From an optimization exercise on the open Yosys and OpenROAD flow, aimed at a short achievable clock period and few clock cycles; shortcuts taken in it are not production practice.
The RTL was checked by simulation tests, not by an equivalence proof against the original design.
No activity file was given, so power comes from the tool's default toggle rates.

==> design.v <==
module imem_icache #(
  parameter int ADDR_WIDTH     = 32,
  parameter int INST_WIDTH     = 32,
  parameter int LINES          = 16,
  parameter int WORDS_PER_LINE = 4
) (
  input  logic                  clk,
  input  logic                  rst,
  input  logic [ADDR_WIDTH-1:0] cpu_addr,
  input  logic                  cpu_read,
  output logic [INST_WIDTH-1:0] cpu_rdata,
  output logic                  cpu_stall,
  input  logic                  inv,
  output logic                  mem_req,
  output logic [ADDR_WIDTH-1:0] mem_addr,
  input  logic                  mem_gnt,
  input  logic                  mem_rvalid,
  input  logic [INST_WIDTH-1:0] mem_rdata
);
  localparam int OFF   = $clog2(WORDS_PER_LINE);
  localparam int IDX   = $clog2(LINES);
  localparam int TAG_W = ADDR_WIDTH - 2 - OFF - IDX;
  localparam int WA    = IDX + OFF;             
  localparam int LA    = ADDR_WIDTH - 2 - OFF;  
  localparam int NW    = LINES * WORDS_PER_LINE;
  localparam int FD    = 4;                     
  localparam logic [INST_WIDTH-1:0] NOP = INST_WIDTH'(32'h0000_0013);
  logic [LINES-1:0][TAG_W-1:0]   tag_q;
  logic [LINES-1:0]              valid_q;
  logic [NW-1:0][INST_WIDTH-1:0] data_q;
  logic [NW-1:0]                 wv_q;
  logic                  stall_q;
  logic [INST_WIDTH-1:0] rdata_q;
  logic [ADDR_WIDTH-3:0] pr_addr_q;    
  logic                  missnew_q;    
  logic                  act_v_q;      
  logic [LA-1:0]         act_line_q;
  logic [OFF-1:0]        act_off_q;    
  logic [OFF-1:0]        act_cnt_q;    
  logic                  act_live_q;
  logic                  act_new_q;    
  logic                  que_v_q;
  logic [LA-1:0]         que_line_q;
  logic [OFF-1:0]        que_off_q;
  logic [FD-1:0][WA-1:0] ff_w_q;       
  logic [FD-1:0]         ff_live_q;
  logic [1:0]            ff_rd_q, ff_wr_q;
  logic                  rsp_live_q;
  logic [INST_WIDTH-1:0] rsp_d_q;
  assign cpu_stall = stall_q;
  assign cpu_rdata = rdata_q;
  assign mem_req   = act_v_q;
  assign mem_addr  = {act_line_q, act_off_q, 2'b00};
  logic [TAG_W-1:0] c_tag;
  logic [IDX-1:0]   c_idx;
  logic [OFF-1:0]   c_off;
  logic [WA-1:0]    c_w;
  assign c_tag = cpu_addr[ADDR_WIDTH-1 -: TAG_W];
  assign c_idx = cpu_addr[2+OFF +: IDX];
  assign c_off = cpu_addr[2 +: OFF];
  assign c_w   = cpu_addr[2 +: WA];
  logic [IDX-1:0] pr_idx;
  logic [WA-1:0]  pr_w;
  logic [LINES-1:0] pr_dec_q;          
  logic [NW-1:0]    rsp_dec_q;         
  assign pr_idx = pr_addr_q[OFF +: IDX];
  assign pr_w   = pr_addr_q[0 +: WA];
  logic [NW-1:0][INST_WIDTH-1:0] data_d;
  logic [NW-1:0]                 wv_d;
  always_comb begin
    for (int j = 0; j < NW; j++) begin
      data_d[j] = rsp_dec_q[j] ? rsp_d_q : data_q[j];
      wv_d[j]   = wv_q[j] | (rsp_dec_q[j] && rsp_live_q);
    end
  end
  logic [WA-1:0] head_w;
  logic          head_live;
  logic          arr_c, match_p;
  assign head_w    = ff_w_q[ff_rd_q];
  assign head_live = ff_live_q[ff_rd_q];
  assign arr_c     = mem_rvalid && head_live && head_w == c_w;
  assign match_p   = mem_rvalid && head_live && head_w == pr_w && !missnew_q;
  logic acc, hit, pres, newmiss;
  assign acc     = cpu_read && !stall_q;
  logic [LINES-1:0] c_dec, c_eqv;
  logic [NW-1:0]    c_wdec;
  logic [INST_WIDTH-1:0] c_data;
  always_comb begin
    for (int i = 0; i < LINES; i++) begin
      c_dec[i] = c_idx == IDX'(i);
      c_eqv[i] = valid_q[i] && tag_q[i] == c_tag;
    end
    c_data = '0;
    for (int j = 0; j < NW; j++) begin
      c_wdec[j] = c_w == WA'(j);
      c_data    = c_data | (c_wdec[j] ? data_d[j] : '0);
    end
  end
  assign hit     = |(c_dec & c_eqv);
  assign pres    = |(c_wdec & wv_d) || arr_c;
  assign newmiss = acc && !hit;
  logic           kill;
  logic [IDX-1:0] kill_idx;
  logic           act_old_kill;
  assign kill         = missnew_q;
  assign kill_idx     = pr_idx;
  assign act_old_kill = kill && !act_new_q && act_line_q[IDX-1:0] == kill_idx;
  logic push, last;
  assign push = act_v_q && mem_gnt;
  assign last = act_cnt_q == OFF'(WORDS_PER_LINE - 1);
  always_ff @(posedge clk) begin
    if (!stall_q) pr_addr_q <= cpu_addr[ADDR_WIDTH-1:2];
    for (int i = 0; i < LINES; i++)
      if (!stall_q) pr_dec_q[i] <= c_dec[i];
    for (int j = 0; j < NW; j++)
      rsp_dec_q[j] <= mem_rvalid && !rst && head_w == WA'(j);
    rdata_q <= (acc && !arr_c) ? c_data : mem_rdata;
    if (rst) begin
      stall_q   <= 1'b0;
      missnew_q <= 1'b0;
      rdata_q   <= NOP;
    end else begin
      stall_q   <= acc ? !(hit && pres) : (stall_q && !match_p);
      missnew_q <= newmiss;
    end
    for (int i = 0; i < LINES; i++)
      if (kill && pr_dec_q[i]) tag_q[i] <= pr_addr_q[ADDR_WIDTH-3 -: TAG_W];
    if (rst || inv) valid_q <= '0;
    else if (kill)  valid_q <= valid_q | pr_dec_q;
    for (int j = 0; j < NW; j++) begin
      if (rsp_dec_q[j]) data_q[j] <= rsp_d_q;
      wv_q[j] <= (kill && pr_dec_q[j / WORDS_PER_LINE]) ? 1'b0 : wv_d[j];
    end
    rsp_live_q <= head_live && !(kill && head_w[WA-1 -: IDX] == kill_idx);
    rsp_d_q    <= mem_rdata;
    for (int k = 0; k < FD; k++)
      if (kill && ff_w_q[k][WA-1 -: IDX] == kill_idx) ff_live_q[k] <= 1'b0;
    for (int k = 0; k < FD; k++)
      if (push && ff_wr_q == 2'(k)) begin
        ff_w_q[k]    <= {act_line_q[IDX-1:0], act_off_q};
        ff_live_q[k] <= act_live_q && !act_old_kill;
      end
    if (rst) begin
      ff_rd_q <= '0;
      ff_wr_q <= '0;
    end else begin
      if (push)       ff_wr_q <= ff_wr_q + 2'd1;
      if (mem_rvalid) ff_rd_q <= ff_rd_q + 2'd1;
    end
    if (!que_v_q) begin
      que_line_q <= cpu_addr[ADDR_WIDTH-1:2+OFF];
      que_off_q  <= c_off;
    end
    act_new_q <= 1'b0;
    if (act_old_kill) act_live_q <= 1'b0;
    if (rst) begin
      act_v_q    <= 1'b0;
      que_v_q    <= 1'b0;
      act_line_q <= '0;
      act_off_q  <= '0;
    end else if (!act_v_q || (push && last && !que_v_q)) begin
      act_v_q    <= newmiss;
      act_new_q  <= 1'b1;
      act_line_q <= cpu_addr[ADDR_WIDTH-1:2+OFF];
      act_off_q  <= c_off;
      act_cnt_q  <= '0;
      act_live_q <= 1'b1;
    end else if (push && last) begin
      act_line_q <= que_line_q;
      act_off_q  <= que_off_q;
      act_cnt_q  <= '0;
      act_live_q <= 1'b1;
      que_v_q    <= 1'b0;
    end else begin
      if (push) begin
        act_off_q <= act_off_q + OFF'(1);
        act_cnt_q <= act_cnt_q + OFF'(1);
      end
      if (newmiss) que_v_q <= 1'b1;
    end
  end
  logic unused;
  assign unused = ^cpu_addr[1:0];
endmodule
==> run.sh <==
#!/bin/bash
# synth_recipe.tcl (not shown) runs the flow's synth.tcl, then flattens the netlist and writes it again
# the make line also repeats each setting of config.mk as NAME=value (left out here)
make -C /OpenROAD-flow-scripts/flow DESIGN_CONFIG=/design/flow/config.mk WORK_HOME=/design/flow/orfs CLKGATE_MAP_FILE= SYNTH_SCRIPT=/design/flow/synth_recipe.tcl finish
==> config.mk <==
export PLATFORM = sky130hd
export DESIGN_NAME = imem_icache
export DESIGN_NICKNAME = imem_icache
export VERILOG_FILES = /design/flow/design.v
export SDC_FILE = /design/flow/constraint.sdc
export NUM_CORES = 4
export LEC_CHECK = 0
export ABC_CLOCK_PERIOD_IN_PS = 1000
export CAP_MARGIN = 20
export CORE_MARGIN = 2
export CORE_UTILIZATION = 55
export SETUP_SLACK_MARGIN = 5
export SLEW_MARGIN = 20
export TNS_END_PERCENT = 100
==> constraint.sdc <==
create_clock -name core_clock -period 8.0 [get_ports {clk}]
set_input_delay 1.6000 -clock core_clock [delete_from_list [all_inputs] [get_ports {clk}]]
set_output_delay 1.6000 -clock core_clock [all_outputs]
set_load 0.01 [all_outputs]
==> Flow_metrics.wiki, run 1 <==
{| class="wikitable"
! Metric !! Value
|-
| Outcome || no timing/DRC/antenna violations
|-
| Post-Syn Instances || 8343
|-
| Maximum number of pins on one net before global-route repair || 65
|-
| Worst Max-Slew Pin Slew || 1.257 ns
|-
| Hold_buf cts || 0
|-
| Worst max-slew margin expressed relative to the limit || 16.21%
|-
| Core outline area || around 0.19 mm²
|-
| PortBufs || ~130
|-
| EDFF count, synth || 490
|-
| Horizontal die dimension || 441.7 µm
|-
| Filler cell count || 13805
|-
| Final RePlAce weighted congestion || approximately 0.85
|-
| Initial Util || a little under three fifths
|-
| Cell area reported after detailed placement || 0.1096 mm²
|-
| H-Tree Depth || 5
|-
| Hold Crit Class || flip-flop to flip-flop
|-
| Data arrival time at the worst-slack endpoint || about 4.2 ns
|-
| Die Outline Area || ~0.2 mm²
|-
| R2R Path Start || rsp_dec_q[6]
|-
| Vertical die dimension || about 440 µm
|-
| Layout net count || 8861
|-
| Setup repair after global routing missed its margin || yes
|-
| DP HPWL || 240800 µm
|-
| Vias in the first global route || 74286
|-
| Share of the clock period used by the worst path after layout || 42.47%
|-
| Final Hold Fails || 0
|-
| Setup TNS || 0 ns
|-
| Clock tree root driver cell || sky130_fd_sc_hd__clkbuf_16
|-
| Antenna violations before repair || 43
|-
| Top Ports || 136
|-
| Fin Clk Skew || between 0.03 and 0.04 ns
|-
| Share of async-settable or async-resettable flops after synthesis || 0%
|-
| Cell count of the worst hold path || 2
|-
| Number of DRC markers after the initial detailed-route iteration || between 10000 and 15000
|-
| Post-route antenna net violation count || 0
|-
| Cells on worst reg2reg path || 7
|-
| Yosys warning total || 1
|-
| Vias/cell || 6.903
|-
| Static leakage || 50.09 nW
|-
| Worst min-delay path startpoint || act_line_q[9]
|-
| Detailed-route wire length per cell || 41.11 µm
|-
| Post-route DRC violation count || 0
|-
| Dominant synthesized flop cell || sky130_fd_sc_hd__dfxtp_1
|-
| Highest net fanout along the worst path || 22
|-
| Highest achievable clock rate || about 0.29 GHz
|-
| Kind of capture point of the worst setup path || flip-flop
|-
| Number of synthesized register bits || 2787
|-
| Clock insertion delay at the later pin of the skew report || 0.97 ns
|-
| Synth unique cells || 63
|-
| Placement Rows || 160
|-
| Terminus of the critical flop-to-flop path || rdata_q[4]
|-
| Sequential share of the synthesized area || between 50% and 60%
|-
| Max_cap viols || 0
|-
| Overall fraction of global-route tracks in use || 46.32%
|-
| CTS tree || yes
|-
| Total wire length after detailed routing || around 470000 µm
|-
| CP required || between 8 and 9 ns
|-
| Hold endpoint || act_line_q[9]
|-
| IR drop worst, VDD || around 0.00033 V
|-
| Most common cell after layout, fill and taps aside || sky130_fd_sc_hd__dfxtp_1
|-
| Summed instance area of the synthesized netlist || 0.1054 mm²
|-
| Critical Path Start Type || input pin
|-
| Number of sinks driven by the clock tree || 2787
|-
| Pre-Repair DR Iteration Count || 6
|-
| PwrDens || 265.3 mW/mm²
|-
| Wire length of the first global-routing pass || 622700 µm
|-
| Area grow syn2layout || 22.25%
|-
| Mean instance size in the synthesized netlist || 12.63 µm²
|-
| Layout cell share with drive strength beyond 1 || 42.26%
|-
| Highest-count cells in the layout ignoring fill and taps || sky130_fd_sc_hd__dfxtp_1, sky130_fd_sc_hd__mux2_2, sky130_fd_sc_hd__a22oi_1, sky130_fd_sc_hd__edfxtp_1, sky130_fd_sc_hd__buf_4
|-
| Final Setup Violations || 0
|-
| R2R Setup Slk || 4.64 ns
|-
| Slew Limit Fails || 0
|-
| Sum of overflow across all layers after global routing || 0
|-
| Final standard cell utilization of the core || between 60% and 70%
|-
| Final Critical Period || 3.397 ns
|-
| Critical path start-end classification || input pin to flip-flop
|-
| Worst-path clk slew || 0.06 ns
|-
| Longest Clk Path Bufs || 4
|-
| Cts bufs inserted || 301
|-
| Via count || 79579
|-
| Final instance area || ~0.13 mm²
|}
## worst max-delay path: stages
cell and delay (ns):
sky130_fd_sc_hd__buf_6 0.10, sky130_fd_sc_hd__buf_12 0.14, sky130_fd_sc_hd__nor2b_4 0.13, sky130_fd_sc_hd__buf_6 0.22, sky130_fd_sc_hd__a32oi_2 0.34, sky130_fd_sc_hd__nand4_1 0.12
sky130_fd_sc_hd__or4_4 0.56, sky130_fd_sc_hd__or4b_4 0.63, sky130_fd_sc_hd__a211o_1 0.30
## registers in the layout, summed over array words and instances (netlist names), 4 cells and up
signal,count
que_line_q,28
data_q,2048
wv_q,64
pr_dec_q,16
valid_q,16
pr_addr_q,30
act_line_q,28
ff_live_q,4
rsp_dec_q,64
ff_w_q,24
rdata_q,32
tag_q,384
rsp_d_q,32
## cell type report
| cell class | count | area [µm²] | area share (%) |
|---|---|---|---|
| Tap cell | 2511 | 3142 | 2.439 |
| Multi-Input combinational cell | 4712 | 43330 | 33.64 |
| Clock buffer | 464 | 9056 | 7.030 |
| Clock inverter | 51 | 447.9 | 0.3477 |
| Inverter | 31 | 136.4 | 0.1059 |
| Sequential cell | 2787 | 61040 | 47.38 |
| Antenna cell | 19 | 47.55 | 0.03691 |
| Timing Repair Buffer | 953 | 11620 | 9.024 |
## worst max-delay path by stage
stage | from | to | slack, ns | cells after the start
2_1_floorplan | cpu_addr[2] | rdata_q[4] | 4.41 | 9
3_3_place_gp | cpu_addr[5] | rdata_q[18] | 1.97 | 9
3_5_place_dp | cpu_addr[5] | rdata_q[18] | 1.92 | 9
4_1_cts | cpu_addr[2] | rdata_q[4] | 4.66 | 12
5_1_grt | cpu_addr[2] | rdata_q[4] | 4.68 | 12
6_report | cpu_addr[2] | rdata_q[4] | 4.60 | 9
## power by group
group / leakage, nW / switching (mW) / internal (mW) / total [mW]
registers: 23.4 / 0.624 / 16.2 / 16.8
logic: 22.0 / 1.87 / 1.80 / 3.67
clock network: 4.68 / 5.67 / 8.00 / 13.7
## cell usage after synthesis, drive strengths merged, types with 10 or more instances
cell type  number  area share [%]
a21oi          70            0.33
nor3           18           0.085
o21a           17            0.12
inv            31            0.11
and2           22            0.13
a22oi         950             6.8
clkbuf        695             2.5
nor2b          11           0.065
nand4b         10            0.11
or4            15            0.11
a211oi         18            0.13
buf           122            0.60
a32oi          47            0.39
edfxtp        490              14
dfxtp        2297              44
o32ai          30            0.25
mux2         2048              22
a311oi         20            0.17
o221ai         22            0.18
xor2          219             1.8
nand2         186            0.66
xnor2         198             1.6
nand3          53            0.25
nand4         269             1.6
nor2          292             1.0
nor4           99            0.59
## metrics by stage
stage	setup slack, ns	cells	power, mW	hold WS, ns
CTS	4.656	11368	33.90	0.4468
global placement	1.970	10437	20.08	0.4333
global route	4.681	11510	35.08	0.4697
finish	4.603	11528	34.18	0.4503
floorplan	4.414	8344	19.27	0.4209
detailed placement	1.917	10440	20.31	0.4327
## per-layer routing
layer | global-route usage (%) | wire, µm | up-vias
li1 | - | - | 31532
met1 | 59.69 | 174700 | 40233
met2 | 67.33 | 194600 | 5844
met3 | 14.06 | 63650 | 1938
met4 | 30.44 | 40680 | 32
met5 | 0 | 207 | -
## what timing repair did
action | CTS | global route
setup buffers | 383 | 125
gates resized for setup | 895 | 317
pin swaps | 168 | 188
setup endpoints to repair | 106 | 119
cloned | 30 | 15
## cell families (layout without fill, tap and decap cells)
family,count (synthesis),count (layout),share of synthesized area [%]
buffers and inverters,848,1499,3.186
AO/OA/AOI/OAI,1205,1206,8.588
multiplexers,2062,2062,22.10
AND/OR/NAND/NOR,1018,1020,4.996
adder cells (fa/ha/maj),5,5,0.05937
XOR/XNOR,417,417,3.466
flip-flops,2787,2787,57.60
other,1,21,0.003559
Testbench counts, summed over its fixed seeds: cycles 26,851.
==> run 2: changes to the inputs <==
==> flow/run.sh (new file) <==
#!/bin/bash
# Own layout flow: the standard layout (standard.sh, all steps up to finish), except that the
# port buffers are plain sky130_fd_sc_hd__buf_8 cells instead of the default delay-cell buffers.
# Make's output, with every tool's output, goes to make.log in the work folder.
set -euo pipefail
bash standard.sh "BUFFER_PORTS_ARGS=-buffer_cell sky130_fd_sc_hd__buf_8" finish > make.log 2>&1
==> standard.sh (new file) <==
#!/bin/bash
# synth_recipe.tcl (not shown) runs the flow's synth.tcl, then flattens the netlist and writes it again
# the make line also repeats each setting of config.mk as NAME=value (left out here)
make -C /OpenROAD-flow-scripts/flow DESIGN_CONFIG=/design/flow/config.mk WORK_HOME=/design/flow/orfs CLKGATE_MAP_FILE= SYNTH_SCRIPT=/design/flow/synth_recipe.tcl "${@:-finish}"
removed: run.sh
==> run 2 against run 1 <==
Effect of this change:
- area after synthesis is the same
- combinational power shrank 5%
- fmax grew 3.1%
- highest routed layer unchanged
- first-iteration DRC count shrank 2.4%
- critical path type is now flip-flop to flip-flop
- worst hold slack gained 0.0048 ns
- setup slack gained 0.10 ns
- cell count shrank 2.3%
- critical endpoint is now rdata_q[0]
- design area shrank 2.9%
- global-route usage shrank 1.1 points
- non-clock buffer count shrank 252
==> Flow_metrics.wiki, run 2 <==
{| class="wikitable"
! Metric !! Value
|-
| Vertical die dimension || 441.7 µm (unchanged)
|-
| Number of synthesized register bits || 2787 (unchanged)
|-
| CTS tree || yes (unchanged)
|-
| Vias in the first global route || 73031 (was 74286)
|-
| Post-route antenna net violation count || 0 (unchanged)
|-
| EDFF count, synth || 490 (unchanged)
|-
| Fin Clk Skew || 0.03831 ns (was 0.03332 ns)
|-
| Internal power contribution || 25.80 mW (was 26.01 mW)
|-
| Final Hold Fails || 0 (unchanged)
|-
| H-Tree Depth || 5 (unchanged)
|-
| Slack of the critical path || 4.704 ns (was 4.603 ns)
|-
| PortBufs || 131 (unchanged)
|-
| Pre-Repair DR Iteration Count || 6 (unchanged)
|-
| Ordered list of cells on the worst path || buf_8 > mux2_2 > a22oi_2 > nand4_1 > nor4b_4 > nand4_1 > a211o_1 (was buf_6 > buf_12 > nor2b_4 > buf_6 > a32oi_2 > nand4_1 > or4_4 > or4b_4 > a211o_1)
|-
| Most flop-heavy register || data_q (unchanged)
|-
| Top Ports || 136 (unchanged)
|-
| Final Critical Period || 3.296 ns (was 3.397 ns)
|-
| Cts bufs inserted || 303 (was 301)
|-
| Summed instance area of the synthesized netlist || 0.1054 mm² (unchanged)
|-
| Synth unique cells || 63 (unchanged)
|-
| Wire length of the first global-routing pass || 610300 µm (was 622700 µm)
|-
| Layout cell share with drive strength beyond 1 || 39.96% (was 42.26%)
|-
| DP HPWL || 239700 µm (was 240800 µm)
|-
| Critical path start-end classification || flip-flop to flip-flop (was input pin to flip-flop)
|-
| Setup repair after global routing missed its margin || yes (unchanged)
|-
| Clock share of power || 40.0% (about the same)
|-
| Hold_buf cts || 0 (unchanged)
|-
| Number of DRC markers after the initial detailed-route iteration || 11810 (was 12103)
|-
| Maximum number of pins on one net before global-route repair || 65 (unchanged)
|-
| Cell type contributing the most total cell area after synthesis || sky130_fd_sc_hd__dfxtp_1 (unchanged)
|-
| Crit path depth || 7 (was 9)
|-
| Max_cap viols || 0 (unchanged)
|-
| Combinational power share || 10.3% (was 10.7%)
|-
| Main area contributors after synthesis || sky130_fd_sc_hd__dfxtp_1, sky130_fd_sc_hd__mux2_2, sky130_fd_sc_hd__edfxtp_1 (unchanged)
|-
| PwrDens || 270.8 mW/mm² (was 265.3 mW/mm²)
|-
| Finished Layout Cells || 11268 (was 11528)
|-
| Sequential share of the synthesized area || 57.60% (unchanged)
|-
| Max reg flops || 2048 (unchanged)
|-
| Biggest registers after layout || data_q (2048), tag_q (384) (unchanged)
|-
| Area fraction of the dominant cell type after synthesis || 43.64% (unchanged)
|-
| Highest net fanout along the worst path || 19 (was 22)
|-
| Worst-path clk slew || 0.06 ns (about the same)
|-
| Cell count after placement || 10398 (was 10440)
|-
| Hold Crit Class || flip-flop to flip-flop (unchanged)
|-
| Placement Setup Slack || 2.617 ns (was 1.917 ns)
|-
| Worst Max-Slew Pin Slew || 1.315 ns (was 1.257 ns)
|-
| Yosys warning total || 1 (unchanged)
|-
| Post-route DRC violation count || 0 (unchanged)
|-
| Total wire length after detailed routing || 458400 µm (was 473900 µm)
|-
| Worst max-slew margin expressed relative to the limit || 12.37% (was 16.21%)
|-
| Overall fraction of global-route tracks in use || 45.27% (was 46.32%)
|-
| Area grow syn2layout || 18.74% (was 22.25%)
|-
| Family with the most delay on the worst path || simple AND/OR/NAND/NOR gates (unchanged)
|-
| NetSw || 8.085 mW (was 8.163 mW)
|-
| Core outline area || 0.1902 mm² (unchanged)
|-
| Cell count of the worst hold path || 2 (unchanged)
|-
| Via count || 78029 (was 79579)
|-
| CP required || 8.83 ns (about the same)
|-
| Top post-synthesis cells by count || sky130_fd_sc_hd__dfxtp_1, sky130_fd_sc_hd__mux2_2, sky130_fd_sc_hd__a22oi_1 (unchanged)
|-
| Maximum single-stage delay on the critical path || 0.72 ns (was 0.63 ns)
|-
| Final standard cell utilization of the core || 65.79% (was 67.74%)
|-
| Dominant synthesized flop cell || sky130_fd_sc_hd__dfxtp_1 (unchanged)
|-
| Slew Limit Fails || 0 (unchanged)
|-
| Layout net count || 8613 (was 8861)
|-
| Clock tree root driver cell || sky130_fd_sc_hd__clkbuf_16 (unchanged)
|-
| Total power || 33.89 mW (was 34.18 mW)
|-
| Static leakage || 48.33 nW (was 50.09 nW)
|-
| Highest achievable clock rate || 0.3034 GHz (was 0.2943 GHz)
|-
| Post-Syn Instances || 8343 (unchanged)
|-
| Cell area reported after detailed placement || 0.1099 mm² (was 0.1096 mm²)
|-
| Data arrival time at the worst-slack endpoint || 4.12 ns (was 4.23 ns)
|-
| Share of the clock period used by the worst path after layout || 41.20% (was 42.47%)
|-
| Sum of buffers and inverters on the critical path || 1 (was 3)
|-
| IR drop worst, VDD || 0.0002171 V (was 0.0003259 V)
|-
| Critical Path Start Type || flip-flop (was input pin)
|-
| Number of sinks driven by the clock tree || 2787 (unchanged)
|-
| Final instance area || 0.1251 mm² (was 0.1288 mm²)
|-
| Horizontal die dimension || 441.7 µm (unchanged)
|-
| Sequential fraction of design power || 49.7% (was 49.3%)
|-
| Outcome || no timing/DRC/antenna violations (unchanged)
|-
| Cell with the largest stage delay on the worst path || sky130_fd_sc_hd__dfxtp_4 (was sky130_fd_sc_hd__or4b_4)
|-
| Vias/cell || 6.925 (was 6.903)
|-
| Final Setup Violations || 0 (unchanged)
|-
| Longest Clk Path Bufs || 4 (unchanged)
|-
| Clock insertion delay at the later pin of the skew report || 0.97 ns (about the same)
|-
| Most Frequent Cell on Critical Path || sky130_fd_sc_hd__nand4_1 (was sky130_fd_sc_hd__buf_6)
|-
| Most common cell after layout, fill and taps aside || sky130_fd_sc_hd__dfxtp_1 (unchanged)
|-
| Detailed-route wire length per cell || 40.68 µm (was 41.11 µm)
|-
| Highest-count cells in the layout ignoring fill and taps || sky130_fd_sc_hd__dfxtp_1, sky130_fd_sc_hd__mux2_2, sky130_fd_sc_hd__a22oi_1, sky130_fd_sc_hd__edfxtp_1, sky130_fd_sc_hd__buf_4 (unchanged)
|-
| Antenna violations before repair || 30 (was 43)
|-
| Placement Rows || 160 (unchanged)
|-
| Cells on worst reg2reg path || 7 (unchanged)
|-
| Worst hold margin || 0.4551 ns (was 0.4503 ns)
|-
| Proportion of total power due to net switching || 23.86% (was 23.88%)
|-
| Setup TNS || 0 ns (unchanged)
|-
| Kind of capture point of the worst setup path || flip-flop (unchanged)
|-
| Die Outline Area || 0.1951 mm² (unchanged)
|-
| Share of async-settable or async-resettable flops after synthesis || 0% (unchanged)
|-
| Final RePlAce weighted congestion || 0.8598 (was 0.8527)
|-
| Sum of overflow across all layers after global routing || 0 (unchanged)
|-
| Count leader, synth || sky130_fd_sc_hd__dfxtp_1 (unchanged)
|-
| Initial Util || 55.41% (unchanged)
|-
| Mean instance size in the synthesized netlist || 12.63 µm² (unchanged)
|}
## run 2: cells by family (layout without fill, tap and decap cells)
family                   after synthesis  after routing  share of synthesized area, %
XOR/XNOR                             417            417                         3.466
AO/OA/AOI/OAI                       1205           1205                         8.588
flip-flops                          2787           2787                         57.60
AND/OR/NAND/NOR                     1018           1022                         4.996
buffers and inverters                848           1243                         3.186
adder cells (fa/ha/maj)                5              5                       0.05937
multiplexers                        2062           2062                         22.10
other                                  1             16                      0.003559
## run 2: worst paths after layout
path	start	endpoint	slack (ns)
worst min register to register	wv_q[7]	wv_q[7]	0.46
worst max register to register	rsp_dec_q[53]	rdata_q[0]	4.70
worst max-delay path	rsp_dec_q[53]	rdata_q[0]	4.70
worst min-delay path	wv_q[7]	wv_q[7]	0.46
## run 2: timing repair
item	CTS	global route
gates cloned	15	8
gates resized for setup	408	134
pin swaps	81	60
endpoints found under the setup margin	99	96
setup buffers	253	68
## run 2: worst reg2reg max path: stages (launching register included)
cell and delay, ns:
sky130_fd_sc_hd__dfxtp_4 0.72, sky130_fd_sc_hd__buf_8 0.51, sky130_fd_sc_hd__mux2_2 0.55, sky130_fd_sc_hd__a22oi_2 0.15, sky130_fd_sc_hd__nand4_1 0.17, sky130_fd_sc_hd__nor4b_4 0.41, sky130_fd_sc_hd__nand4_1 0.33, sky130_fd_sc_hd__a211o_1 0.34
## run 2: power groups by stage
stage / combinational [mW] / sequential (mW) / clock, mW
after floorplan: 2.41 / 16.9 / 0
after global placement: 3.05 / 17.1 / 0
after detailed placement: 3.19 / 17.2 / 0
after CTS: 3.35 / 16.9 / 13.5
after global routing: 3.69 / 17.0 / 14.1
final: 3.49 / 16.9 / 13.5
## run 2: area by class of cell
| cell class | instances | area, µm² |
|---|---|---|
| Timing Repair inverter | 1 | 8.758 |
| Sequential cell | 2787 | 61050 |
| Fill cell | 14284 | 65050 |
| Antenna cell | 14 | 35.03 |
| Inverter | 31 | 152.6 |
| Clock inverter | 65 | 508.0 |
| Clock buffer | 445 | 8875 |
| Multi-Input combinational cell | 4713 | 42680 |
| Tap cell | 2511 | 3142 |
| Timing Repair Buffer | 701 | 8673 |
## run 2: routing by layer
| layer | routed length [µm] | global-route usage, % |
|---|---|---|
| met2 | 193400 | 66.44 |
| met5 | 87 | 0 |
| met3 | 57470 | 11.72 |
| met1 | 173300 | 59.65 |
| met4 | 34250 | 28.30 |

[static timing again, ports no longer ideal]
How much do the figures lean on ideal ports? The routed layouts below were timed once more, with nothing changed but the port constraints.
Step 1, drivers: a clkbuf_16 drives clk and a buf_2 each remaining input, both assumed.
Step 2 also shifts input and output timing later by t, the mid clock arrival at the registers, as if the neighbouring blocks saw the same clock.
a / b / c = no drivers / after step 1 / after step 2; a / b = the first two.
run | t, ns | setup WS [ns] | hold WS [ns] | worst setup path at the end | worst data-port slew with drivers (ns)
run 1 | 1.052 | 4.603 / 4.561 / 3.509 | 0.450 / 0.450 / 0.450 | input to register | 0.18
run 2 | 1.041 | 4.704 / 4.571 / 3.530 | 0.455 / 0.455 / 0.455 | input to register | 0.31
After both steps setup and hold are still met in every run listed. For run 2, which loses most, drivers alone change the setup slack by -0.133 ns; drivers and shift together by -1.174 ns.
